From an optimization exercise on the open Yosys and OpenROAD flow, aimed at small area; shortcuts taken in it are not production practice.
The RTL was checked by simulation tests, not by an equivalence proof against the original design.
Power figures rest on the tool's default switching activity, not on a simulated workload.

<file path="design/flow/constraint.sdc">
create_clock -name core_clock -period 11.0 [get_ports {clk}]
set_input_delay 2.2000 -clock core_clock [delete_from_list [all_inputs] [get_ports {clk}]]
set_output_delay 2.2000 -clock core_clock [all_outputs]
set_load 0.01 [all_outputs]
</file>
<file path="design/flow/config.mk">
export PLATFORM = sky130hd
export DESIGN_NAME = rms_current_meter
export DESIGN_NICKNAME = rms_current_meter
export VERILOG_FILES = /design/flow/design.v
export SDC_FILE = /design/flow/constraint.sdc
export NUM_CORES = 4
export LEC_CHECK = 0
export ABC_AREA = 1
export CAP_MARGIN = 20
export CORE_MARGIN = 2
export CORE_UTILIZATION = 60
export CTS_BUF_LIST = sky130_fd_sc_hd__clkbuf_4
export SLEW_MARGIN = 20
</file>
<file path="design/flow/design.v">
package rcm_pkg;
    localparam int ADC_WIDTH_DEFAULT = 12;
    localparam int FRAC_W            = 16;
    localparam int CAL_W             = 24;
    localparam int WIN_W             = 12;
    localparam int SAMPLE_W          = 12;
    localparam int IN_DATA_W         = 16;
    localparam int RESULT_W          = 32;
    localparam int CFG_ADDR_W        = 1;
    localparam int CFG_DATA_W        = 24;
    localparam int MUL_W             = 32;
    localparam logic [WIN_W-1:0] WIN_RESET = 12'd1480;
    localparam logic [CFG_ADDR_W-1:0] REG_CALIBRATION  = 1'b0;
    localparam logic [CFG_ADDR_W-1:0] REG_SAMPLE_COUNT = 1'b1;
    localparam int               SCALE_SHIFT     = 5;
    localparam logic [MUL_W-1:0] SCALE_RCP       = 32'd858993460;
    localparam int               SCALE_RCP_SHIFT = 33;
endpackage
module rcm_sub #(
    parameter int WIDTH = 31
) (
    input  logic [WIDTH-1:0] a,
    input  logic [WIDTH-1:0] b,
    output logic [WIDTH-1:0] diff,
    output logic             ge
);
    logic [WIDTH:0] full;
    assign full = {1'b0, a} - {1'b0, b};
    assign diff = full[WIDTH-1:0];
    assign ge   = ~full[WIDTH];
endmodule
module rcm_mul #(
    parameter int WIDTH = 28
) (
    input  logic               clk,
    input  logic [WIDTH-1:0]   a,
    input  logic [WIDTH-1:0]   b,
    output logic [2*WIDTH-1:0] prod
);
    logic [2*WIDTH-1:0] prod_reg;
    always_ff @(posedge clk)
    begin
        prod_reg <= a * b;
    end
    assign prod = prod_reg;
endmodule
module rms_current_meter #(
    parameter int ADC_WIDTH = rcm_pkg::ADC_WIDTH_DEFAULT
) (
    input  logic                             clk,
    input  logic                             rst_n,
    input  logic [rcm_pkg::IN_DATA_W-1:0]    s_axis_tdata,
    input  logic                             s_axis_tvalid,
    output logic                             s_axis_tready,
    output logic [rcm_pkg::RESULT_W-1:0]     m_axis_tdata,
    output logic                             m_axis_tvalid,
    input  logic                             m_axis_tready,
    input  logic                             cfg_we,
    input  logic [rcm_pkg::CFG_ADDR_W-1:0]   cfg_addr,
    input  logic [rcm_pkg::CFG_DATA_W-1:0]   cfg_data
);
    localparam logic [3:0] S_IDLE = 4'd0;
    localparam logic [3:0] S_UPDP = 4'd1;
    localparam logic [3:0] S_UPDM = 4'd2;
    localparam logic [3:0] S_MUL  = 4'd3;
    localparam logic [3:0] S_WACC = 4'd4;
    localparam logic [3:0] S_ACC  = 4'd5;
    localparam logic [3:0] S_DIV  = 4'd6;
    localparam logic [3:0] S_SQRT = 4'd7;
    localparam logic [3:0] S_CMUL = 4'd8;
    localparam logic [3:0] S_WQ5  = 4'd9;
    localparam logic [3:0] S_Q5   = 4'd10;
    localparam logic [3:0] S_FIX  = 4'd11;
    localparam logic [3:0] S_OUT  = 4'd12;
    logic [3:0] o [8];
    logic [3:0] p [8];
    logic [3:0] a [16];
    logic [7:0] d8;
    logic [3:0] o_in, p_in, a_in;
    logic       p_en, d8_en;
    logic [3:0] state, state_n;
    logic [3:0] t;
    logic [5:0] k, k_n;
    logic       ofs_init, ofs_init_n;
    logic       acc_clr, acc_clr_n;
    logic       out_valid, out_valid_n;
    logic       div_tail, div_tail_n;
    logic       sq_tail0, sq_tail0_n, sq_tail1;
    logic       sq_rd, sq_rd_n;
    logic       sq_wr, sq_wr_n;
    logic       cm_tail0, cm_tail0_n, cm_tail1;
    logic [23:0] cal_reg;
    logic [11:0] win_reg;
    logic        cal_def, win_def;
    logic       s_neg, s_neg_n;           
    logic [1:0] mcur, mcur_n;             
    logic [1:0] mnext, mnext_n;           
    logic       minit, minit_n;           
    logic       rsign, rsign_n;           
    logic       sq_q, sq_q_n;             
    logic [2:0] r5, r5_n;                 
    logic       xcar, ybor, cyc;
    logic [3:0] mp;                       
    logic       mq;                       
    logic [1:0] sh2;                      
    logic [1:0] rprev;                    
    logic [2:0] sprev;                    
    logic [1:0] qp;                       
    logic       qbor;
    logic [2:0]  tm8;
    logic [11:0] x;
    logic [11:0] win_eff;
    logic [25:0] calx;
    assign tm8     = t[2:0];
    assign x       = s_axis_tdata[11:0];
    assign win_eff = win_def ? 12'd1480 : win_reg;
    assign calx    = {cal_reg, 2'b00};
    function automatic logic [4:0] add4(input logic [3:0] fa, input logic [3:0] fb, input logic fc);
        logic c;
        c = fc;
        for (int i = 0; i < 4; i++)
        begin
            add4[i] = fa[i] ^ fb[i] ^ c;
            c       = (fa[i] & fb[i]) | (fa[i] & c) | (fb[i] & c);
        end
        add4[4] = c;
    endfunction
    function automatic logic [4:0] sub4(input logic [3:0] fa, input logic [3:0] fb, input logic fc);
        logic c;
        c = fc;
        for (int i = 0; i < 4; i++)
        begin
            sub4[i] = fa[i] ^ fb[i] ^ c;
            c       = (!fa[i] & fb[i]) | (!fa[i] & c) | (fb[i] & c);
        end
        sub4[4] = c;
    endfunction
    function automatic logic geq12(input logic [11:0] fa, input logic [11:0] fb);
        logic c;
        c = 1'b1;
        for (int i = 0; i < 12; i++)
            c = (fa[i] & !fb[i]) | (fa[i] & c) | (!fb[i] & c);
        geq12 = c;
    endfunction
    function automatic logic [3:0] rrow(input logic [2:0] row, input logic [11:0] xv);
        case (row)
            3'd4:    rrow = xv[3:0];
            3'd5:    rrow = xv[7:4];
            3'd6:    rrow = xv[11:8];
            default: rrow = 4'h0;
        endcase
    endfunction
    function automatic logic [3:0] orow(input logic init, input logic [2:0] row, input logic [3:0] v);
        if (init)
            orow = (row == 3'd6) ? 4'h8 : 4'h0;
        else
            orow = v;
    endfunction
    logic m_upd, m_updm, m_mul, m_mulw, m_acc, m_divw, m_div, m_sqw, m_sq, m_y, m_q5, m_fix;
    logic [2:0] mc;      
    logic [2:0] sc;      
    logic [3:0] tau;
    logic [2:0] fc;
    logic [3:0] xa, xb, ya, yb;
    logic       xc, yc;
    logic [4:0] xs, ys;
    logic [3:0] drow, orw;
    logic [3:0] rr, am, bm, mrow, mpe, m16, m32, pin, a1, a2, s1, cy, csh;
    logic [1:0] pin1, a1n, a2n, s1n, cyn, cshn, sumn;
    logic       cn1;
    logic [3:0] av, ad;
    logic [11:0] n_new;
    logic       dsub, qbit;
    logic [3:0] dain, dbin;
    logic [3:0] srow, root, sv, r4;
    logic       ssub;
    logic [3:0] qm, q0, qn, qr, zr, qo, krow;
    logic [5:0] qq;
    logic       br;
    always_comb
    begin
        tau    = k[3:0];
        fc     = k[2:0] - 3'd4;
        m_upd  = (state == S_UPDP) || (state == S_UPDM);
        m_updm = (state == S_UPDM);
        m_mulw = (state == S_CMUL) && (t >= 4'd10);
        m_mul  = (state == S_MUL) || m_mulw || cm_tail0 || cm_tail1;
        m_acc  = (state == S_ACC);
        m_divw = (state == S_DIV) && (k != 6'd52) && (t >= 4'd13);
        m_div  = m_divw || div_tail;
        m_sqw  = (state == S_SQRT) && (t >= 4'd10);
        m_sq   = m_sqw || sq_tail0 || sq_tail1;
        m_y    = (state == S_Q5);
        m_q5   = (state == S_Q5) && (tau >= 4'd4);
        m_fix  = (state == S_FIX);
        if (state == S_MUL)
            mc = tm8;
        else if (cm_tail0)
            mc = 3'd6;
        else if (cm_tail1)
            mc = 3'd7;
        else
            mc = tm8 - 3'd2;
        if (sq_tail0)
            sc = 3'd6;
        else if (sq_tail1)
            sc = 3'd7;
        else
            sc = tm8 - 3'd2;
        orw = orow(ofs_init, tm8, o[0]);
        rr  = rrow(tm8, x);
        am  = s_neg ? o[0] : rr;
        bm  = s_neg ? rr : o[0];
        if (m_upd)
        begin
            ya = rrow(tm8 + 3'd3, x);
            yb = orow(ofs_init, tm8 + 3'd3, o[3]);
            yc = (state == S_UPDP && tm8 == 3'd5) ? 1'b0 : ybor;
        end
        else
        begin
            ya = am;
            yb = bm;
            yc = (tm8 == 3'd0) ? 1'b0 : ybor;
        end
        ys = sub4(ya, yb, yc);
        drow = (m_updm && tm8 >= 3'd5) ? {4{s_neg}} : ys[3:0];
        if (state == S_MUL)
            mrow = ys[3:0];
        else if (mc == 3'd7)
            mrow = 4'h0;
        else
            mrow = a[0];
        mpe  = (mc == 3'd0) ? 4'h0 : mp;
        m16  = mpe;
        m32  = {mpe[2:0], (mc <= 3'd1) ? 1'b0 : mq};
        pin  = minit ? 4'h0 : p[0];
        a1   = mcur[0] ? m16 : 4'h0;
        a2   = mcur[1] ? m32 : 4'h0;
        s1   = pin ^ a1 ^ a2;
        cy   = (pin & a1) | (pin & a2) | (a1 & a2);
        csh  = {cy[2:0], (mc == 3'd0) ? 1'b0 : cyc};
        pin1 = (minit || mc == 3'd7) ? 2'b00 : p[1][1:0];
        a1n  = mcur[0] ? mrow[1:0] : 2'b00;
        a2n  = mcur[1] ? {mrow[0], mpe[3]} : 2'b00;
        s1n  = pin1 ^ a1n ^ a2n;
        cyn  = (pin1 & a1n) | (pin1 & a2n) | (a1n & a2n);
        cshn = {cyn[0], cy[3]};
        av = acc_clr ? 4'h0 : a[0];
        if (t == 4'd0)
            ad = d8[3:0];
        else if (t == 4'd1)
            ad = d8[7:4];
        else if (t <= 4'd9)
            ad = p[6];
        else if (t == 4'd13)
            ad = 4'h1;
        else
            ad = 4'h0;
        dsub = !rsign;
        if (div_tail)
        begin
            dain = {2'b00, p[0][0], rprev[1]};
            dbin = {4{dsub}};
        end
        else
        begin
            dain = {p[0][2:0], (t == 4'd13) ? sh2[1] : rprev[1]};
            dbin = a[0] ^ {4{dsub}};
        end
        if (sq_tail0)
            srow = sq_rd ? a[0] : 4'h0;
        else if (sq_tail1)
            srow = 4'h0;
        else
            srow = (k == 6'd0) ? 4'h0 : a[0];
        ssub = !rsign;
        root = {srow[2:0], (sc == 3'd0) ? sq_q : sprev[2]};
        sv   = (sc == 3'd0) ? {srow[0], sq_q, rsign, 1'b1} : {srow[0], sprev};
        r4   = {p[0][1:0], (sc == 3'd0) ? sh2 : rprev};
        case (tau)
            4'd0:    begin qm = 4'h0;     q0 = d8[3:0];  qn = d8[7:4]; end
            4'd1:    begin qm = d8[3:0];  q0 = d8[7:4];  qn = p[3];    end
            4'd2:    begin qm = d8[7:4];  q0 = p[2];     qn = p[3];    end
            4'd9:    begin qm = p[1];     q0 = p[2];     qn = 4'h0;    end
            4'd10:   begin qm = p[1];     q0 = 4'h0;     qn = 4'h0;    end
            4'd11:   begin qm = 4'h0;     q0 = 4'h0;     qn = 4'h0;    end
            default: begin qm = p[1];     q0 = p[2];     qn = p[3];    end
        endcase
        qr = {qn[0], q0[3:1]};
        case (r5)
            3'b110:  krow = (fc == 3'd0) ? 4'hd : 4'hc;
            3'b100:  krow = (fc == 3'd0) ? 4'ha : 4'h9;
            3'b011:  krow = (fc == 3'd0) ? 4'h7 : 4'h6;
            3'b001:  krow = (fc == 3'd0) ? 4'h4 : 4'h3;
            default: krow = 4'h0;
        endcase
        xa = ({4{m_updm}} & orw)
           | ({4{m_mul}}  & s1)
           | ({4{m_acc}}  & av)
           | ({4{m_div}}  & dain)
           | ({4{m_sq}}   & r4)
           | ({4{m_y}}    & qr)
           | ({4{m_fix}}  & p[0]);
        xb = ({4{m_updm}} & drow)
           | ({4{m_mul}}  & csh)
           | ({4{m_acc}}  & ad)
           | ({4{m_div}}  & dbin)
           | ({4{m_sq}}   & (sv ^ {4{ssub}}))
           | ({4{m_y}}    & qm)
           | ({4{m_fix}}  & ~krow);
        if (m_updm)
            xc = (tm8 == 3'd0) ? 1'b0 : xcar;
        else if (m_mul)
            xc = (mc == 3'd0) ? 1'b0 : xcar;
        else if (m_acc)
            xc = (t == 4'd0) ? 1'b0 : xcar;
        else if (m_div)
            xc = (t == 4'd13) ? dsub : xcar;
        else if (m_sq)
            xc = (sc == 3'd0) ? ssub : xcar;
        else if (m_y)
            xc = (tau == 4'd0) ? 1'b0 : xcar;
        else
            xc = (fc == 3'd0) ? 1'b1 : xcar;
        xs = add4(xa, xb, xc);
        sumn[0] = s1n[0] ^ cshn[0] ^ xs[4];
        cn1     = (s1n[0] & cshn[0]) | (s1n[0] & xs[4]) | (cshn[0] & xs[4]);
        sumn[1] = s1n[1] ^ cshn[1] ^ cn1;
        n_new = {xs[3:0], a[15], a[14]};
        qbit  = div_tail & !xs[1];
        zr = xs[3:0];
        qq[1:0] = (tau == 4'd4) ? 2'b00 : qp;
        br      = (tau == 4'd4) ? 1'b0 : qbor;
        for (int b = 0; b < 4; b++)
        begin
            qq[b + 2] = zr[b] ^ qq[b] ^ br;
            br        = (!zr[b] & (qq[b] | br)) | (qq[b] & br);
        end
        qo = qq[5:2];
    end
    always_comb
    begin
        state_n     = state;
        k_n         = k;
        ofs_init_n  = ofs_init;
        acc_clr_n   = acc_clr;
        out_valid_n = out_valid;
        div_tail_n  = 1'b0;
        sq_tail0_n  = 1'b0;
        sq_rd_n     = sq_rd;
        sq_wr_n     = sq_wr;
        cm_tail0_n  = 1'b0;
        s_neg_n     = s_neg;
        mcur_n      = mcur;
        mnext_n     = mnext;
        minit_n     = minit;
        rsign_n     = rsign;
        sq_q_n      = sq_q;
        r5_n        = r5;
        o_in  = o[0];
        p_in  = p[0];
        a_in  = a[0];
        p_en  = 1'b1;
        d8_en = 1'b0;
        s_axis_tready = 1'b0;
        if (m_updm)
        begin
            o_in = xs[3:0];
            if (tm8 == 3'd4)
                s_neg_n = ys[3];
        end
        if (state == S_UPDP && tm8 == 3'd7)
            state_n = S_UPDM;
        if (state == S_UPDM && tm8 == 3'd7)
        begin
            ofs_init_n = 1'b0;
            state_n    = S_MUL;
            k_n        = '0;
            minit_n    = 1'b1;
            mcur_n     = 2'b00;
        end
        if (m_mul)
            p_in = {sumn, xs[3:2]};
        if (state == S_MUL)
        begin
            if (tm8 == k[3:1])
                mnext_n = k[0] ? mrow[3:2] : mrow[1:0];
            if (tm8 == 3'd0 && k >= 6'd11)
                d8_en = 1'b1;
            if (tm8 == 3'd7)
            begin
                mcur_n  = mnext;
                minit_n = 1'b0;
                k_n     = k + 6'd1;
                if (k == 6'd14)
                begin
                    s_axis_tready = 1'b1;
                    state_n       = (t == 4'd15) ? S_ACC : S_WACC;
                end
            end
        end
        if (state == S_WACC && t == 4'd15)
            state_n = S_ACC;
        if (state == S_CMUL)
        begin
            if (t == 4'd9)
            begin
                mcur_n  = calx[{k[3:0], 1'b0} +: 2] & {2{!cal_def}};
                minit_n = (k == 6'd0);
            end
            if (t == 4'd10 && k >= 6'd9)
                d8_en = 1'b1;
            if (t == 4'd15)
            begin
                cm_tail0_n = 1'b1;
                k_n        = k + 6'd1;
                if (k == 6'd12)
                begin
                    state_n = S_WQ5;
                    k_n     = '0;
                end
            end
        end
        if (m_acc)
        begin
            a_in = xs[3:0];
            if (t == 4'd15)
            begin
                acc_clr_n = 1'b0;
                if (geq12(n_new, win_eff))
                begin
                    state_n = S_DIV;
                    k_n     = '0;
                    rsign_n = 1'b0;
                end
                else
                    state_n = S_IDLE;
            end
        end
        if (div_tail)
            rsign_n = xs[1];
        if (m_div)
            p_in = xs[3:0];
        if (m_divw && t == 4'd15)
            div_tail_n = 1'b1;
        if (state == S_DIV)
        begin
            if (t <= 4'd12)
                a_in = {a[0][2:0], (t == 4'd0) ? qbit : sh2[1]};
            if ((k == 6'd0 && t <= 4'd7) || k == 6'd52)
                p_in = 4'h0;
            if (t == 4'd15)
            begin
                k_n = k + 6'd1;
                if (k == 6'd52)
                begin
                    state_n = S_SQRT;
                    k_n     = '0;
                    rsign_n = 1'b0;
                    sq_q_n  = 1'b0;
                end
            end
        end
        if (state == S_SQRT && k < 6'd20 && t <= 4'd9)
            a_in = {a[0][1:0], (t == 4'd0) ? 2'b00 : sh2};
        if (m_sq)
        begin
            p_in = xs[3:0];
            if (sc == 3'd7)
            begin
                rsign_n = xs[3];
                sq_q_n  = !xs[3];
            end
            else if (sc != 3'd6 || sq_wr)
                a_in = root;
        end
        if (state == S_SQRT && t == 4'd15)
        begin
            sq_tail0_n = 1'b1;
            sq_rd_n    = (k >= 6'd21);
            sq_wr_n    = (k >= 6'd20);
            k_n        = k + 6'd1;
            if (k == 6'd28)
            begin
                state_n = S_CMUL;
                k_n     = '0;
            end
        end
        if (state == S_WQ5 && tm8 == 3'd5)
        begin
            state_n = S_Q5;
            k_n     = '0;
        end
        if (m_q5)
            p_in = qo;
        if (m_y)
        begin
            k_n = k + 6'd1;
            if (tau == 4'd11)
            begin
                r5_n    = qo[3:1];
                state_n = S_FIX;
            end
        end
        if (m_fix)
        begin
            p_in = xs[3:0];
            k_n  = k + 6'd1;
            if (fc == 3'd7)
            begin
                state_n     = S_OUT;
                out_valid_n = 1'b1;
                acc_clr_n   = 1'b1;
            end
        end
        if (state == S_OUT)
        begin
            p_en = 1'b0;
            if (m_axis_tready)
            begin
                out_valid_n = 1'b0;
                state_n     = S_IDLE;
            end
        end
        if (state == S_IDLE && s_axis_tvalid && tm8 == 3'd4)
            state_n = S_UPDP;
    end
    always_ff @(posedge clk or negedge rst_n)
    begin
        if (!rst_n)
        begin
            state     <= S_IDLE;
            t         <= '0;
            ofs_init  <= 1'b1;
            acc_clr   <= 1'b1;
            out_valid <= 1'b0;
            cal_def   <= 1'b1;
            win_def   <= 1'b1;
        end
        else
        begin
            state     <= state_n;
            t         <= t + 4'd1;
            ofs_init  <= ofs_init_n;
            acc_clr   <= acc_clr_n;
            out_valid <= out_valid_n;
            if (cfg_we && cfg_addr == rcm_pkg::REG_CALIBRATION)
                cal_def <= 1'b0;
            if (cfg_we && cfg_addr == rcm_pkg::REG_SAMPLE_COUNT)
                win_def <= 1'b0;
        end
    end
    always_ff @(posedge clk)
    begin
        if (cfg_we && cfg_addr == rcm_pkg::REG_CALIBRATION)
            cal_reg <= cfg_data[23:0];
        if (cfg_we && cfg_addr == rcm_pkg::REG_SAMPLE_COUNT)
            win_reg <= cfg_data[11:0];
        for (int i = 0; i < 7; i++)
            o[i] <= o[i + 1];
        o[7] <= o_in;
        if (p_en)
        begin
            for (int i = 0; i < 6; i++)
                p[i] <= p[i + 1];
            p[6][1:0] <= p[7][1:0];
        end
        p[6][3:2] <= p[7][3:2];
        p[7]      <= p_in;
        for (int i = 0; i < 15; i++)
            a[i] <= a[i + 1];
        a[15] <= a_in;
        if (d8_en)
            d8 <= {xs[1:0], d8[7:2]};
        k        <= k_n;
        div_tail <= div_tail_n;
        sq_tail0 <= sq_tail0_n;
        sq_tail1 <= sq_tail0;
        sq_rd    <= sq_rd_n;
        sq_wr    <= sq_wr_n;
        cm_tail0 <= cm_tail0_n;
        cm_tail1 <= cm_tail0;
        s_neg <= s_neg_n;
        mcur  <= mcur_n;
        mnext <= mnext_n;
        minit <= minit_n;
        rsign <= rsign_n;
        sq_q  <= sq_q_n;
        r5    <= r5_n;
        xcar  <= xs[4];
        cyc   <= cy[3];
        ybor  <= ys[4];
        mp    <= mrow;
        mq    <= mp[3];
        sh2   <= a[0][3:2];
        rprev <= p[0][3:2];
        sprev <= srow[3:1];
        qp    <= qo[3:2];
        qbor  <= br;
    end
    assign m_axis_tdata  = {6'd0, p[6][1:0], p[5], p[4], p[3], p[2], p[1], p[0]};
    assign m_axis_tvalid = out_valid;
endmodule
</file>
<file path="design/flow/run.sh">
#!/bin/bash
# synth_recipe.tcl (not shown) runs the flow's synth.tcl, then flattens the netlist and writes it again
# the make line also repeats each setting of config.mk as NAME=value (left out here)
make -C /OpenROAD-flow-scripts/flow DESIGN_CONFIG=/design/flow/config.mk WORK_HOME=/design/flow/orfs CLKGATE_MAP_FILE= SYNTH_SCRIPT=/design/flow/synth_recipe.tcl finish
</file>
==> impl_metrics.prom, run 1 <==
# TYPE chip_impl_metric gauge
chip_impl_metric{name="post-cts-setup-buffer-count",unit=""} 0
chip_impl_metric{name="globalRouteTotalUtil",unit=""} 0.2969
chip_impl_metric{name="die_width",unit="µm"} 132.2
chip_impl_metric{name="fill_cells",unit=""} 1292
chip_impl_metric{name="number_of_flip_flops_under_the_largest_register_name",unit=""} 64
chip_impl_metric{name="timing.clock.skew",unit="ns"} 0.06901
chip_impl_info{name="layout.cells.most_common",value="sky130_fd_sc_hd__nand2_1"} 1
chip_impl_metric{name="worst_slew_margin_rel",unit=""} 0.3115
chip_impl_info{name="rsz0062_at_grt",value="false"} 1
chip_impl_metric{name="holdBufCountCts",unit=""} 0
chip_impl_metric{name="yosysWarningCount",unit=""} 4
chip_impl_metric{name="aggregate_negative_setup_slack",unit="ns"} 0
chip_impl_info{name="registers.top_by_ff_count",value="a"} 1
chip_impl_metric{name="worstPathRequired",unit="ns"} 11.57
chip_impl_info{name="ys.flop_type",value="sky130_fd_sc_hd__dfxtp_1"} 1
chip_impl_info{name="netlist_top_cells_area",value="sky130_fd_sc_hd__dfxtp_1 28%, sky130_fd_sc_hd__edfxtp_1 24%, sky130_fd_sc_hd__nand2_1 8.8%, sky130_fd_sc_hd__inv_1 5.2%, sky130_fd_sc_hd__nor2_1 4.3%"} 1
chip_impl_metric{name="htreeDepth",unit=""} 2
chip_impl_info{name="crit_slowest_cell",value="sky130_fd_sc_hd__fa_1"} 1
chip_impl_metric{name="io_buffers",unit=""} 69
chip_impl_metric{name="numCtsBuffers",unit=""} 54
chip_impl_info{name="cpLargestDelayFamily",value="adder cells"} 1
chip_impl_metric{name="finalWirelength",unit="mm"} 25.54
chip_impl_metric{name="crit_path_max_incr_delay",unit="ns"} 0.58
chip_impl_metric{name="max-vdd-ir-drop",unit="µV"} 132.2
chip_impl_metric{name="nets",unit=""} 1282
chip_impl_info{name="yosysTopAreaCell",value="sky130_fd_sc_hd__dfxtp_1"} 1
chip_impl_metric{name="synth.avg_cell_area",unit="µm²"} 8.995
chip_impl_metric{name="detail-route-antenna-nets",unit=""} 0
chip_impl_metric{name="sequential_element_share_of_the_synthesized_area",unit=""} 0.5473
chip_impl_metric{name="clock.fmax",unit="GHz"} 0.1479
chip_impl_metric{name="clock_sink_count",unit=""} 227
chip_impl_metric{name="drtIter0Drc",unit=""} 880
chip_impl_info{name="setup.worst_path.start_class",value="input port"} 1
chip_impl_metric{name="avgRoutedWirePerCell",unit="µm"} 17.44
chip_impl_metric{name="min_period_over_period",unit=""} 0.6149
chip_impl_metric{name="floorplan.initialDensity",unit=""} 0.6161
chip_impl_info{name="reg.largest.list",value="a x64, o x32, p x32"} 1
chip_impl_metric{name="grt_pass1_vias",unit=""} 7845
chip_impl_metric{name="finalHoldViolations",unit=""} 0
chip_impl_metric{name="detail_route.vias_per_cell",unit=""} 5.499
chip_impl_metric{name="count_of_standard_cell_rows",unit=""} 46
chip_impl_metric{name="critPathArrivalTime",unit="ns"} 7.34
chip_impl_metric{name="total_power",unit="mW"} 1.595
chip_impl_info{name="crit_type",value="input port to flop"} 1
chip_impl_info{name="cts.root.buffer_cell",value="sky130_fd_sc_hd__clkbuf_4"} 1
chip_impl_metric{name="synthesis.area",unit="µm²"} 9858
chip_impl_info{name="min_path_type",value="flop to flop"} 1
chip_impl_metric{name="area_enclosed_by_the_die_boundary",unit="µm²"} 17470
chip_impl_metric{name="final_critical_path_required_period",unit="ns"} 6.764
chip_impl_metric{name="netlist_instances",unit=""} 1096
chip_impl_metric{name="post-route-util",unit=""} 0.7148
chip_impl_metric{name="via_count",unit=""} 8051
chip_impl_metric{name="core_outline_area",unit="µm²"} 16000
chip_impl_metric{name="dr.pass1.iters",unit=""} 5
chip_impl_info{name="timing.critical_path.mode_cell",value="sky130_fd_sc_hd__nand2_1"} 1
chip_impl_metric{name="drcViolationCount",unit=""} 0
chip_impl_metric{name="setup_viol",unit=""} 0
chip_impl_metric{name="total_leakage_power",unit="nW"} 5.029
chip_impl_metric{name="synth.ff_latch_count",unit=""} 227
chip_impl_metric{name="ctsResizeCount",unit=""} 0
chip_impl_metric{name="dp.final_hpwl",unit="mm"} 19.21
chip_impl_metric{name="layout-area-overhead-vs-synth",unit="%"} 16.02
chip_impl_info{name="globalRoute.busiestLayer",value="met2"} 1
chip_impl_metric{name="cp.buffers_inverters",unit=""} 6
chip_impl_metric{name="tightest_slew",unit="ns"} 1.029
chip_impl_metric{name="grt_use_met3",unit=""} 0.07151
chip_impl_metric{name="synth-edff-count",unit=""} 78
chip_impl_metric{name="grt.met1_usage",unit=""} 0.3903
chip_impl_metric{name="grt.overflow.total",unit=""} 0
chip_impl_metric{name="antenna_found_initial",unit=""} 1
chip_impl_metric{name="clkTransAtPathRegs",unit="ns"} 0.07
chip_impl_metric{name="fp.dieH",unit="µm"} 132.2
chip_impl_metric{name="timing.max_cap.violations",unit=""} 0
chip_impl_metric{name="synth.distinct_cells",unit=""} 52
chip_impl_metric{name="post_route_cells_drive_above_1_share",unit=""} 0.1034
chip_impl_metric{name="num_io_pins",unit=""} 80
chip_impl_metric{name="grt_util_met2",unit=""} 0.4769
chip_impl_metric{name="routabilityCongestion",unit=""} 0.9846
chip_impl_metric{name="first_pass_grt_wire_length",unit="mm"} 40.65
chip_impl_metric{name="powerDensity",unit="nW/µm²"} 139.5
chip_impl_metric{name="netlist.area_leader.share",unit=""} 0.2762
chip_impl_metric{name="clkLatencyLatePin",unit="ns"} 0.71
chip_impl_metric{name="pin_count_of_the_biggest_net_entering_global_routing",unit=""} 27
chip_impl_info{name="worstSetupEndpointType",value="flop"} 1
chip_impl_info{name="cts_tree",value="done"} 1
chip_impl_metric{name="clockBufferDepth",unit=""} 3
chip_impl_metric{name="postSynth.asyncResetShare",unit=""} 0.05727
chip_impl_info{name="final_cell_mix",value="231 x sky130_fd_sc_hd__nand2_1, 136 x sky130_fd_sc_hd__dfxtp_1, 135 x sky130_fd_sc_hd__inv_1"} 1
chip_impl_metric{name="critPathMaxFanout",unit=""} 9
chip_impl_metric{name="slew_violations",unit=""} 0
chip_impl_info{name="run_status",value="no timing/DRC/antenna violations"} 1
-- synth_stat cells, drive strengths merged (2+ instances only) --
library cell / count
nand2: 240
inv: 148
dfxtp: 136
nor2: 122
edfxtp: 78
o21ai: 74
nand3: 68
a21oi: 50
o211ai: 21
fa: 18
buf: 16
nor3: 15
ha: 14
a31oi: 13
dfrtp: 9
clkbuf: 8
o221ai: 8
xor2: 8
o2111ai: 6
o22ai: 6
a221oi: 5
a22oi: 5
nand4: 5
dfstp: 4
a2111oi: 2
clkinv: 2
o311ai: 2
or2: 2
-- routing by layer --
| metal | part of all wire | wire length [µm] | vias to the layer above |
|---|---|---|---|
| li1 | - | - | 3892 |
| met1 | 0.41 | 10600 | 3737 |
| met2 | 0.47 | 11940 | 366 |
| met3 | 0.087 | 2232 | 56 |
| met4 | 0.030 | 768 | 0 |
| met5 | 0 | 0 | - |
-- metrics by stage --
step	hold slack [ns]	worst slack (ns)	cell area, µm²	instances
global placement	0.3103	3.688	10720	1364
floorplan	0.3096	4.877	9877	1101
detailed placement	0.3121	3.587	10720	1364
global route	0.3205	3.789	11440	1464
CTS	0.3228	4.283	11430	1463
finish	0.3241	4.236	11440	1464
-- cell type report --
cell class,count,area [µm²],share of cell area
Clock buffer,72,540.5,0.04726
Tap cell,216,270.3,0.02363
Inverter,150,563.0,0.04923
Antenna cell,1,2.502,0.0002188
Multi-Input combinational cell,700,3787,0.3311
Sequential cell,227,5395,0.4717
Timing Repair Buffer,71,705.7,0.06170
Clock inverter,27,172.7,0.01510
-- power breakdown --
part           switching [mW]  internal, mW  total, mW
logic                  0.0122        0.0161     0.0283
clock network           0.333         0.357      0.690
registers             0.00240         0.874      0.877
-- worst register-to-register path: cells and delay by family, from the launching register on --
| family | cells | cell delay (ns) |
|---|---|---|
| flip-flops | 1 | 0.55 |
| AO/OA/AOI/OAI | 6 | 1.06 |
| buffers and inverters | 8 | 1.05 |
| AND/OR/NAND/NOR | 13 | 1.36 |
| adder cells (fa/ha/maj) | 6 | 2.26 |
-- cells by family (layout without fill, tap and decap cells) --
group / after synthesis / in the layout / synth area share
AOI/OAI and AO/OA: 197 / 197 / 0.1237
xor gates and xnor gates: 9 / 9 / 0.007996
adders and majority gates: 32 / 32 / 0.05432
buffers and inverters: 174 / 320 / 0.07120
DFF: 227 / 227 / 0.5473
muxes: 1 / 1 / 0.001142
other: 1 / 7 / 0.0003804
and+or+nand+nor: 455 / 455 / 0.1939
-- worst paths after layout --
path,from,to,slack (ns),depth (start not counted)
worst max register to register,t[0],k[1],4.58,33
worst min-delay path,a[4][3],a[3][3],0.32,0
max in group asynchronous,rst_n,t[3],8.56,1
worst max-delay path,s_axis_tdata[8],k[1],4.24,28
worst min register to register,a[4][3],a[3][3],0.32,0
min in group asynchronous,rst_n,t[0],1.92,1
==> inputs of run 2 (changes only) <==
==> design/flow/flow/run.sh (new file) <==
#!/bin/bash
# The standard layout (bash standard.sh: the standard flow's synthesis and ORFS flow, unchanged steps)
# with two settings passed to ORFS through its environment:
#  - ports are buffered with the smallest buffer, sky130_fd_sc_hd__buf_1;
#  - clock tree synthesis clusters sinks more widely, uses clkbuf_4 and adds no dummy loads.
# Everything make prints goes to standard_make.log; ORFS keeps each step's log in orfs/logs.
set -euo pipefail
export BUFFER_PORTS_ARGS="-buffer_cell sky130_fd_sc_hd__buf_1"
export CTS_ARGS="-sink_clustering_enable -sink_clustering_size 8 -sink_clustering_max_diameter 60 -repair_clock_nets -dont_use_dummy_load -buf_list sky130_fd_sc_hd__clkbuf_4"
bash standard.sh > standard_make.log 2>&1
==> design/flow/standard.sh (new file) <==
#!/bin/bash
# synth_recipe.tcl (not shown) runs the flow's synth.tcl, then flattens the netlist and writes it again
# the make line also repeats each setting of config.mk as NAME=value (left out here)
make -C /OpenROAD-flow-scripts/flow DESIGN_CONFIG=/design/flow/config.mk WORK_HOME=/design/flow/orfs CLKGATE_MAP_FILE= SYNTH_SCRIPT=/design/flow/synth_recipe.tcl "${@:-finish}"
--- a/design/flow/config.mk
+++ b/design/flow/config.mk
@@ -9,5 +9,4 @@
 export CAP_MARGIN = 20
 export CORE_MARGIN = 2
 export CORE_UTILIZATION = 60
-export CTS_BUF_LIST = sky130_fd_sc_hd__clkbuf_4
 export SLEW_MARGIN = 20
removed: design/flow/run.sh
==> run 2 against run 1 <==
Cell area fell by 7.7%. Maximum frequency rose by 5.2%. Clock skew fell by 0.010 ns. Sequential share of layout area rose by 3.9 points. Core utilization fell by 5.5 points. Sequential power barely moved. Non-clock buffer count rose by 1. Synthesized cell count did not move. Combinational power fell by 34%.
==> impl_metrics.prom, run 2 <==
# TYPE chip_impl_metric gauge
chip_impl_info{name="run_status",value="no timing/DRC/antenna violations"} 1
chip_impl_metric{name="total_power",unit="mW"} 1.294
chip_impl_info{name="rsz0062_at_grt",value="false"} 1
chip_impl_metric{name="postSynth.asyncResetShare",unit=""} 0.05727
chip_impl_metric{name="holdBufCountCts",unit=""} 0
chip_impl_metric{name="postLayoutSetupSlackWorst",unit="ns"} 4.573
chip_impl_metric{name="avgRoutedWirePerCell",unit="µm"} 17.73
chip_impl_metric{name="netlist_instances",unit=""} 1096
chip_impl_metric{name="htreeDepth",unit=""} 2
chip_impl_metric{name="critPathMaxFanout",unit=""} 9
chip_impl_info{name="netlist_top_cells_area",value="sky130_fd_sc_hd__dfxtp_1 28%, sky130_fd_sc_hd__edfxtp_1 24%, sky130_fd_sc_hd__nand2_1 8.8%, sky130_fd_sc_hd__inv_1 5.2%, sky130_fd_sc_hd__nor2_1 4.3%"} 1
chip_impl_metric{name="clkTransAtPathRegs",unit="ns"} 0.09
chip_impl_metric{name="grt_pass1_vias",unit=""} 7302
chip_impl_metric{name="core_outline_area",unit="µm²"} 16000
chip_impl_metric{name="worst_slew_margin_rel",unit=""} 0.2895
chip_impl_info{name="crit_slowest_cell",value="sky130_fd_sc_hd__fa_1"} 1
chip_impl_metric{name="via_count",unit=""} 7959
chip_impl_metric{name="detailroute.wirelength.met2",unit="mm"} 11.09
chip_impl_info{name="yosysMostFrequentCell",value="sky130_fd_sc_hd__nand2_1"} 1
chip_impl_metric{name="powerDensity",unit="nW/µm²"} 122.6
chip_impl_info{name="worstSetupEndpointType",value="flop"} 1
chip_impl_metric{name="synth.avg_cell_area",unit="µm²"} 8.995
chip_impl_metric{name="synth_xor_area_frac",unit=""} 0.007996
chip_impl_metric{name="met1Wirelength",unit="mm"} 10.54
chip_impl_info{name="registers.top_by_ff_count",value="a"} 1
chip_impl_metric{name="fraction_of_the_mapped_netlist_area_in_simple_logic_gates",unit=""} 0.1939
chip_impl_metric{name="number_of_flip_flops_under_the_largest_register_name",unit=""} 64
chip_impl_metric{name="io_buffers",unit=""} 69
chip_impl_info{name="cts.root.buffer_cell",value="sky130_fd_sc_hd__clkbuf_4"} 1
chip_impl_metric{name="grt.overflow.total",unit=""} 0
chip_impl_metric{name="setup_viol",unit=""} 0
chip_impl_info{name="ys.flop_type",value="sky130_fd_sc_hd__dfxtp_1"} 1
chip_impl_metric{name="yosysWarningCount",unit=""} 4
chip_impl_metric{name="netlist.area_leader.share",unit=""} 0.2762
chip_impl_info{name="final_cell_mix",value="231 x sky130_fd_sc_hd__nand2_1, 136 x sky130_fd_sc_hd__inv_1, 136 x sky130_fd_sc_hd__dfxtp_1"} 1
chip_impl_metric{name="antenna_found_initial",unit=""} 1
chip_impl_metric{name="dr_wl_met3",unit="mm"} 2.210
chip_impl_info{name="timing.critical_path.mode_cell",value="sky130_fd_sc_hd__nand2_1"} 1
chip_impl_metric{name="dp.final_hpwl",unit="mm"} 18.61
chip_impl_metric{name="globalRouteTotalUtil",unit=""} 0.2863
chip_impl_metric{name="finalWirelength",unit="mm"} 24.82
chip_impl_info{name="layout.cells.most_common",value="sky130_fd_sc_hd__nand2_1"} 1
chip_impl_metric{name="post-cts-setup-buffer-count",unit=""} 0
chip_impl_info{name="min_path_type",value="flop to flop"} 1
chip_impl_metric{name="synth.distinct_cells",unit=""} 52
chip_impl_metric{name="synth.ff_latch_count",unit=""} 227
chip_impl_metric{name="slew_violations",unit=""} 0
chip_impl_metric{name="nets",unit=""} 1263
chip_impl_info{name="crit_type",value="input port to flop"} 1
chip_impl_info{name="route.top_layer_used",value="met4"} 1
chip_impl_metric{name="clock.fmax",unit="GHz"} 0.1556
chip_impl_metric{name="ctsResizeCount",unit=""} 0
chip_impl_metric{name="clockBufferDepth",unit=""} 3
chip_impl_metric{name="synthesis.area",unit="µm²"} 9858
chip_impl_metric{name="dpl_worst_slack",unit="ns"} 4.030
chip_impl_metric{name="final_area",unit="µm²"} 10560
chip_impl_metric{name="clkLatencyLatePin",unit="ns"} 0.62
chip_impl_info{name="reg.largest.list",value="a x64, o x32, p x32"} 1
chip_impl_metric{name="area_enclosed_by_the_die_boundary",unit="µm²"} 17470
chip_impl_info{name="top_post_synthesis_cells_by_count",value="231 x sky130_fd_sc_hd__nand2_1, 136 x sky130_fd_sc_hd__dfxtp_1, 136 x sky130_fd_sc_hd__inv_1"} 1
chip_impl_info{name="setup.worst_path.start_class",value="input port"} 1
chip_impl_metric{name="crit_path_max_incr_delay",unit="ns"} 0.60
chip_impl_metric{name="detail-route-antenna-nets",unit=""} 0
chip_impl_metric{name="num_io_pins",unit=""} 80
chip_impl_metric{name="synth_adder_area_share",unit=""} 0.05432
chip_impl_metric{name="fp.dieH",unit="µm"} 132.2
chip_impl_metric{name="drtIter0Drc",unit=""} 865
chip_impl_info{name="cts_tree",value="done"} 1
chip_impl_metric{name="sequential_element_share_of_the_synthesized_area",unit=""} 0.5473
chip_impl_metric{name="layout-area-overhead-vs-synth",unit="%"} 7.069
chip_impl_metric{name="post_route_cells_drive_above_1_share",unit=""} 0.07016
chip_impl_metric{name="max-vdd-ir-drop",unit="µV"} 142.0
chip_impl_metric{name="critPathArrivalTime",unit="ns"} 6.93
chip_impl_metric{name="min_period_over_period",unit=""} 0.5843
chip_impl_metric{name="pin_count_of_the_biggest_net_entering_global_routing",unit=""} 27
chip_impl_metric{name="finalHoldViolations",unit=""} 0
chip_impl_metric{name="clock_sink_count",unit=""} 227
chip_impl_metric{name="detail_route.vias_per_cell",unit=""} 5.685
chip_impl_metric{name="timing.clock.skew",unit="ns"} 0.05859
chip_impl_metric{name="first_pass_grt_wire_length",unit="mm"} 38.70
chip_impl_metric{name="total_leakage_power",unit="nW"} 4.604
chip_impl_metric{name="synth-compound-area-share",unit=""} 0.1237
chip_impl_info{name="dominant_combinational_cell_family_by_area_after_synthesis",value="simple AND/OR/NAND/NOR gates"} 1
chip_impl_info{name="yosysTopAreaCell",value="sky130_fd_sc_hd__dfxtp_1"} 1
chip_impl_metric{name="routabilityCongestion",unit=""} 0.9719
chip_impl_metric{name="numCtsBuffers",unit=""} 34
chip_impl_metric{name="count_of_standard_cell_rows",unit=""} 46
chip_impl_metric{name="tightest_slew",unit="ns"} 1.055
chip_impl_metric{name="drcViolationCount",unit=""} 0
chip_impl_metric{name="worstPathRequired",unit="ns"} 11.51
chip_impl_metric{name="dr.pass1.iters",unit=""} 6
chip_impl_metric{name="floorplan.initialDensity",unit=""} 0.6161
chip_impl_metric{name="timing.max_cap.violations",unit=""} 0
chip_impl_metric{name="die_width",unit="µm"} 132.2
chip_impl_metric{name="aggregate_negative_setup_slack",unit="ns"} 0
chip_impl_metric{name="dpl-instance-area",unit="µm²"} 10290
chip_impl_metric{name="yosys-mux-area-fraction",unit=""} 0.001142
chip_impl_metric{name="synth-edff-count",unit=""} 78
chip_impl_metric{name="final_critical_path_required_period",unit="ns"} 6.427
## run 2: path summary, 6_finish.rpt
check                                start  endpoint  depth (start not counted)  slack, ns
setup / recovery           s_axis_tdata[8]      k[1]                         28       4.57
hold / removal                     a[5][3]   a[4][3]                          0       0.31
setup reg to reg                      t[0]      k[1]                         33       4.69
hold reg to reg                    a[5][3]   a[4][3]                          0       0.31
max in group asynchronous            rst_n  state[0]                          1       8.79
min in group asynchronous            rst_n  state[1]                          1       1.65
## run 2: final cells by class
class | count | area (µm²)
repair buffers | 72 | 281.5
fillers | 1393 | 5445
clock buffers | 34 | 255.2
inverters | 150 | 563.0
flip-flops and latches | 227 | 5395
diodes | 1 | 2.502
multi-input cells | 700 | 3787
well taps | 216 | 270.3
## run 2: cell families after synthesis
family,Yosys count
other,1
XOR/XNOR,9
adder cells (fa/ha/maj),32
AND/OR/NAND/NOR,455
flip-flops,227
AO/OA/AOI/OAI,197
multiplexers,1
buffers and inverters,174
## run 2: worst max-delay path, delay by kind of cell
kind                       cells  cell delay (ns)
and+or+nand+nor               12             1.09
adders and majority gates      5             1.99
AOI/OAI and AO/OA              5             1.01
buffers and inverters          6             0.65
## run 2: report_power, final
part	total [mW]	switching (mW)	leakage, nW	internal (mW)
clock	0.399	0.256	0.156	0.143
combinational	0.0186	0.0120	2.36	0.00657
sequential	0.876	0.00227	2.08	0.874
total	1.29	0.270	4.60	1.02
## run 2: through the flow
step | utilization | std cells | hold WS (ns)
floorplan | - | 1101 | 0.3096
global route | 0.6597 | 1400 | 0.3016
global placement | 0.6433 | 1365 | 0.3099
finish | 0.6597 | 1400 | 0.3088
detailed placement | 0.6433 | 1365 | 0.3121
CTS | 0.6592 | 1399 | 0.3108
## run 2: metal layers
metal | GRT usage | up-vias
met1 | 0.4019 | 3677
met3 | 0.05075 | 73
met4 | 0.1260 | 0
met2 | 0.4395 | 397
li1 | - | 3812
met5 | 0 | -
==> inputs of run 3 (changes only) <==
==> design/flow/flow/run.sh (replaced) <==
#!/bin/bash
# The standard layout (bash standard.sh: the standard flow's synthesis script and the ORFS flow) with
# three changes passed to ORFS through its environment:
#  - synthesis maps logic with flow/abc_area.script (a deeper area-oriented ABC script);
#    ORFS's scripts are copied to scripts_area/ and only abc_area.script is replaced, so
#    every other step, and the flip-flop mapping, are the standard ones;
#  - ports are buffered with the smallest buffer, sky130_fd_sc_hd__buf_1;
#  - clock tree synthesis uses clkbuf_4 in clusters of at most 8 sinks, no dummy loads.
# Everything make prints goes to standard_make.log; ORFS keeps each step's log in orfs/logs.
set -euo pipefail
rm -rf scripts_area
cp -r "$FLOW_HOME/scripts" scripts_area
cp flow/abc_area.script scripts_area/abc_area.script
export SCRIPTS_DIR="$PWD/scripts_area"
export BUFFER_PORTS_ARGS="-buffer_cell sky130_fd_sc_hd__buf_1"
export CTS_ARGS="-sink_clustering_enable -sink_clustering_size 8 -sink_clustering_max_diameter 60 -repair_clock_nets -dont_use_dummy_load -buf_list sky130_fd_sc_hd__clkbuf_4"
bash standard.sh > standard_make.log 2>&1
==> design/flow/flow/abc_area.script (new file) <==
strash
&get -n
&deepsyn -T 90
&dch -f
&nf -R 1000
&put
topo
==> run 3 against run 2 <==
Still clean. Largest power group unchanged. Cell count is 23% lower. First-iteration DRC count is 6.1% lower. Total power is 11% higher. Non-clock buffer count is 4 higher. Via count is 14% lower. Clock-buffer cell count stayed put. Register-to-register slack worse by 1.7 ns. Global-route usage is 2.0 points higher. Highest routed layer unchanged. Synthesized area is 9.7% lower. Largest cell class unchanged. Clock power hardly changed. Sequential power is 9.5% higher. Worst hold slack better by 0.016 ns.
==> impl_metrics.prom, run 3 <==
# TYPE chip_impl_metric gauge
chip_impl_metric{name="clock_sink_count",unit=""} 227
chip_impl_metric{name="drtIter0Drc",unit=""} 812
chip_impl_info{name="setup.worst_path.start_class",value="flop"} 1
chip_impl_metric{name="detail_route.vias_per_cell",unit=""} 6.348
chip_impl_metric{name="area_enclosed_by_the_die_boundary",unit="µm²"} 15830
chip_impl_info{name="yosysTopAreaCell",value="sky130_fd_sc_hd__dfxtp_1"} 1
chip_impl_metric{name="timing.max_cap.violations",unit=""} 0
chip_impl_metric{name="final_area",unit="µm²"} 9669
chip_impl_metric{name="final.hold.worst_slack",unit="ns"} 0.3246
chip_impl_metric{name="num_io_pins",unit=""} 80
chip_impl_metric{name="powerDensity",unit="nW/µm²"} 148.5
chip_impl_metric{name="finalHoldViolations",unit=""} 0
chip_impl_metric{name="worstPathRequired",unit="ns"} 11.45
chip_impl_metric{name="synth.ff_latch_count",unit=""} 227
chip_impl_metric{name="fill_cells",unit=""} 1128
chip_impl_metric{name="synth.distinct_cells",unit=""} 56
chip_impl_metric{name="sequential_element_share_of_the_synthesized_area",unit=""} 0.6058
chip_impl_metric{name="min_period_over_period",unit=""} 0.7242
chip_impl_metric{name="numCtsBuffers",unit=""} 34
chip_impl_metric{name="post_route_cells_drive_above_1_share",unit=""} 0.05145
chip_impl_metric{name="count_of_standard_cell_rows",unit=""} 44
chip_impl_metric{name="worst_slew_margin_rel",unit=""} 0.3779
chip_impl_metric{name="dpl-instance-area",unit="µm²"} 9409
chip_impl_metric{name="via_count",unit=""} 6843
chip_impl_info{name="top_post_synthesis_cells_by_count",value="136 x sky130_fd_sc_hd__dfxtp_1, 81 x sky130_fd_sc_hd__nand2_1, 78 x sky130_fd_sc_hd__edfxtp_1"} 1
chip_impl_metric{name="synth-edff-count",unit=""} 78
chip_impl_info{name="rsz0062_at_grt",value="false"} 1
chip_impl_metric{name="globalRouteTotalUtil",unit=""} 0.3067
chip_impl_metric{name="first_pass_grt_wire_length",unit="mm"} 37.26
chip_impl_metric{name="netlist_instances",unit=""} 787
chip_impl_metric{name="detail-route-antenna-nets",unit=""} 0
chip_impl_metric{name="dpl_worst_slack",unit="ns"} 2.770
chip_impl_metric{name="postLayoutSetupSlackWorst",unit="ns"} 3.034
chip_impl_metric{name="clkTransAtPathRegs",unit="ns"} 0.10
chip_impl_metric{name="synth.avg_cell_area",unit="µm²"} 11.32
chip_impl_metric{name="ctsResizeCount",unit=""} 0
chip_impl_info{name="cts.root.buffer_cell",value="sky130_fd_sc_hd__clkbuf_4"} 1
chip_impl_metric{name="nets",unit=""} 974
chip_impl_metric{name="number_of_flip_flops_under_the_largest_register_name",unit=""} 64
chip_impl_metric{name="pin_count_of_the_biggest_net_entering_global_routing",unit=""} 27
chip_impl_metric{name="synth_xor_area_frac",unit=""} 0.01475
chip_impl_metric{name="dp.final_hpwl",unit="mm"} 17.80
chip_impl_metric{name="layout-area-overhead-vs-synth",unit="%"} 8.570
chip_impl_metric{name="finish.cell_count_without_fillers",unit=""} 1078
chip_impl_metric{name="yosysWarningCount",unit=""} 4
chip_impl_info{name="run_status",value="no timing/DRC/antenna violations"} 1
chip_impl_metric{name="io_buffers",unit=""} 69
chip_impl_metric{name="final_critical_path_required_period",unit="ns"} 7.966
chip_impl_info{name="crit_type",value="flop to flop"} 1
chip_impl_metric{name="max-vdd-ir-drop",unit="µV"} 134.2
chip_impl_metric{name="critPathMaxFanout",unit=""} 10
chip_impl_info{name="layout.cells.most_common",value="sky130_fd_sc_hd__dfxtp_1"} 1
chip_impl_info{name="registers.top_by_ff_count",value="a"} 1
chip_impl_metric{name="total_leakage_power",unit="nW"} 3.668
chip_impl_info{name="yosysMostFrequentCell",value="sky130_fd_sc_hd__dfxtp_1"} 1
chip_impl_info{name="hold_path.startpoint",value="a[12][2]"} 1
chip_impl_metric{name="setup_viol",unit=""} 0
chip_impl_info{name="reg.largest.list",value="a x64, o x32, p x32"} 1
chip_impl_metric{name="dr.pass1.iters",unit=""} 6
chip_impl_metric{name="synthesis.area",unit="µm²"} 8906
chip_impl_metric{name="finalWirelength",unit="mm"} 23.91
chip_impl_metric{name="die_width",unit="µm"} 125.8
chip_impl_info{name="min_path_type",value="flop to flop"} 1
chip_impl_info{name="dominant_combinational_cell_family_by_area_after_synthesis",value="simple AND/OR/NAND/NOR gates"} 1
chip_impl_metric{name="core_outline_area",unit="µm²"} 14530
chip_impl_metric{name="grt_pass1_vias",unit=""} 6821
chip_impl_info{name="final_cell_mix",value="136 x sky130_fd_sc_hd__dfxtp_1, 81 x sky130_fd_sc_hd__nand2_1, 78 x sky130_fd_sc_hd__edfxtp_1"} 1
chip_impl_metric{name="synth_adder_area_share",unit=""} 0.06125
chip_impl_metric{name="yosys-mux-area-fraction",unit=""} 0.003653
chip_impl_metric{name="holdBufCountCts",unit=""} 0
chip_impl_metric{name="clkLatencyLatePin",unit="ns"} 0.62
chip_impl_metric{name="clockBufferDepth",unit=""} 3
chip_impl_info{name="rr_startpoint",value="t[1]"} 1
chip_impl_metric{name="routabilityCongestion",unit=""} 0.9630
chip_impl_metric{name="postSynth.asyncResetShare",unit=""} 0.05727
chip_impl_metric{name="critPathArrivalTime",unit="ns"} 8.41
chip_impl_metric{name="post-cts-setup-buffer-count",unit=""} 0
chip_impl_info{name="netlist_top_cells_area",value="sky130_fd_sc_hd__dfxtp_1 31%, sky130_fd_sc_hd__edfxtp_1 26%, sky130_fd_sc_hd__fa_1 4.0%, sky130_fd_sc_hd__nand2_1 3.4%, sky130_fd_sc_hd__nor2_1 3.0%"} 1
chip_impl_info{name="ys.flop_type",value="sky130_fd_sc_hd__dfxtp_1"} 1
chip_impl_metric{name="tightest_slew",unit="ns"} 0.9202
chip_impl_metric{name="slew_violations",unit=""} 0
chip_impl_info{name="startpoint",value="t[1]"} 1
chip_impl_info{name="worstSetupEndpointType",value="flop"} 1
chip_impl_metric{name="clock.fmax",unit="GHz"} 0.1255
chip_impl_metric{name="floorplan.initialDensity",unit=""} 0.6128
chip_impl_info{name="cts_tree",value="done"} 1
chip_impl_metric{name="netlist.area_leader.share",unit=""} 0.3057
chip_impl_metric{name="antenna_found_initial",unit=""} 1
chip_impl_metric{name="place.detailed.instances",unit=""} 1044
chip_impl_metric{name="synth-compound-area-share",unit=""} 0.1430
chip_impl_metric{name="fp.dieH",unit="µm"} 125.8
chip_impl_metric{name="avgRoutedWirePerCell",unit="µm"} 22.18
chip_impl_metric{name="grt.overflow.total",unit=""} 0
chip_impl_metric{name="num_antenna_cells",unit=""} 0
chip_impl_metric{name="htreeDepth",unit=""} 2
chip_impl_metric{name="timing.clock.skew",unit="ns"} 0.07228
chip_impl_metric{name="aggregate_negative_setup_slack",unit="ns"} 0
chip_impl_metric{name="drcViolationCount",unit=""} 0
chip_impl_metric{name="fraction_of_the_mapped_netlist_area_in_simple_logic_gates",unit=""} 0.1492
==> run 3: cell count changes after synthesis, moves of 18 or more <==
cell	delta
sky130_fd_sc_hd__a222oi_1	+18
sky130_fd_sc_hd__and2_0	+23
sky130_fd_sc_hd__clkinv_1	+34
sky130_fd_sc_hd__inv_1	-136
sky130_fd_sc_hd__nand2_1	-150
sky130_fd_sc_hd__nand3_1	-40
sky130_fd_sc_hd__nor2_1	-43
sky130_fd_sc_hd__nor2b_1	+19
sky130_fd_sc_hd__o21ai_0	-25
==> run 3: final timing paths <==
path                       depth (start not counted)  slack (ns)  endpoint
min in group asynchronous                          1        1.63  state[1]
setup / recovery                                  26        3.03   p[7][3]
max in group asynchronous                          1        8.86  state[3]
setup reg to reg                                  26        3.03   p[7][3]
hold reg to reg                                    0        0.32  a[11][2]
hold / removal                                     0        0.32  a[11][2]
==> run 3: layout make-up <==
cell class | count | area [µm²] | share of cell area
clock buffer | 34 | 255.2 | 0.02640
inverter | 36 | 135.1 | 0.01398
multi-input combinational | 521 | 3342 | 0.3456
sequential | 227 | 5395 | 0.5580
tap | 184 | 230.2 | 0.02381
timing repair buffer | 76 | 311.5 | 0.03222
==> run 3: routing by layer <==
metal / global-route usage / vias to the layer above / part of all wire
met5: 0 / - / 0
met1: 0.4098 / 3253 / 0.39
met2: 0.5075 / 421 / 0.48
li1: - / 3086 / -
met3: 0.04673 / 83 / 0.089
met4: 0.1254 / 0 / 0.039
==> run 3: power breakdown <==
group / leakage, nW / internal [mW] / switching [mW]
combinational: 1.48 / 0.0265 / 0.0544
sequential: 2.03 / 0.930 / 0.0288
clock: 0.156 / 0.143 / 0.253
==> run 3: kinds of logic after synthesis <==
group / after synthesis
AOI/OAI and AO/OA: 185
DFF: 227
muxes: 3
xor gates and xnor gates: 15
buffers and inverters: 44
adders and majority gates: 33
and+or+nand+nor: 279
other: 1
==> run 3: through the flow <==
stage / power, mW / utilization
5_1_grt: 1.493 / 0.6653
3_5_place_dp: 1.060 / 0.6474
6_report: 1.436 / 0.6653
4_1_cts: 1.449 / 0.6649
2_1_floorplan: 1.016 / -
3_3_place_gp: 1.052 / 0.6474
==> run 3: critical path, cell delays in order (launching register included) <==
cell and delay, ns:
sky130_fd_sc_hd__dfrtp_1 0.62, sky130_fd_sc_hd__clkinv_1 0.32, sky130_fd_sc_hd__ha_1 0.37, sky130_fd_sc_hd__and2_0 0.44, sky130_fd_sc_hd__a32o_1 0.32, sky130_fd_sc_hd__a21oi_1 0.18
sky130_fd_sc_hd__clkinv_1 0.09, sky130_fd_sc_hd__a222oi_1 0.31, sky130_fd_sc_hd__nand2_1 0.13, sky130_fd_sc_hd__fa_1 0.58, sky130_fd_sc_hd__a32oi_1 0.27, sky130_fd_sc_hd__o21ai_0 0.13
sky130_fd_sc_hd__a21oi_1 0.16, sky130_fd_sc_hd__nand4_1 0.12, sky130_fd_sc_hd__a21oi_1 0.19, sky130_fd_sc_hd__nand2_1 0.10, sky130_fd_sc_hd__fa_1 0.40, sky130_fd_sc_hd__clkinv_1 0.07
sky130_fd_sc_hd__fa_1 0.16, sky130_fd_sc_hd__clkinv_1 0.08, sky130_fd_sc_hd__fa_1 0.79, sky130_fd_sc_hd__clkinv_1 0.36, sky130_fd_sc_hd__fa_1 0.52, sky130_fd_sc_hd__fa_1 0.51
sky130_fd_sc_hd__clkinv_1 0.11, sky130_fd_sc_hd__a222oi_1 0.33, sky130_fd_sc_hd__o21ai_0 0.14

-- what the ideal ports hide --
The flow's constraints put no driver on any port. The routed layouts listed below were extracted and timed again, unchanged, in two steps.
Step 1, drivers: a clkbuf_16 drives clk and a buf_2 each remaining input, both assumed.
Step 2 times the ports against the registers' clock, not the clock port: input delays grow and output delays shrink by t, the midpoint of the rising clock arrivals with the driver on.
Slacks: ideal ports / drivers / drivers and shift; pairs: ideal ports / drivers.
run | shift t [ns] | slack for setup (ns) | hold slack, ns
run 1 | 0.709 | 4.236 / 4.250 / 3.542 | 0.324 / 0.324 / 0.324
run 2 | 0.629 | 4.573 / 4.593 / 3.963 | 0.309 / 0.309 / 0.309
run 3 | 0.621 | 3.034 / 3.034 / 2.588 | 0.325 / 0.325 / 0.325
After both steps every run listed still meets setup and hold. The setup slack of run 1, which loses most, moves by +0.014 ns with the drivers and by -0.694 ns with both steps.
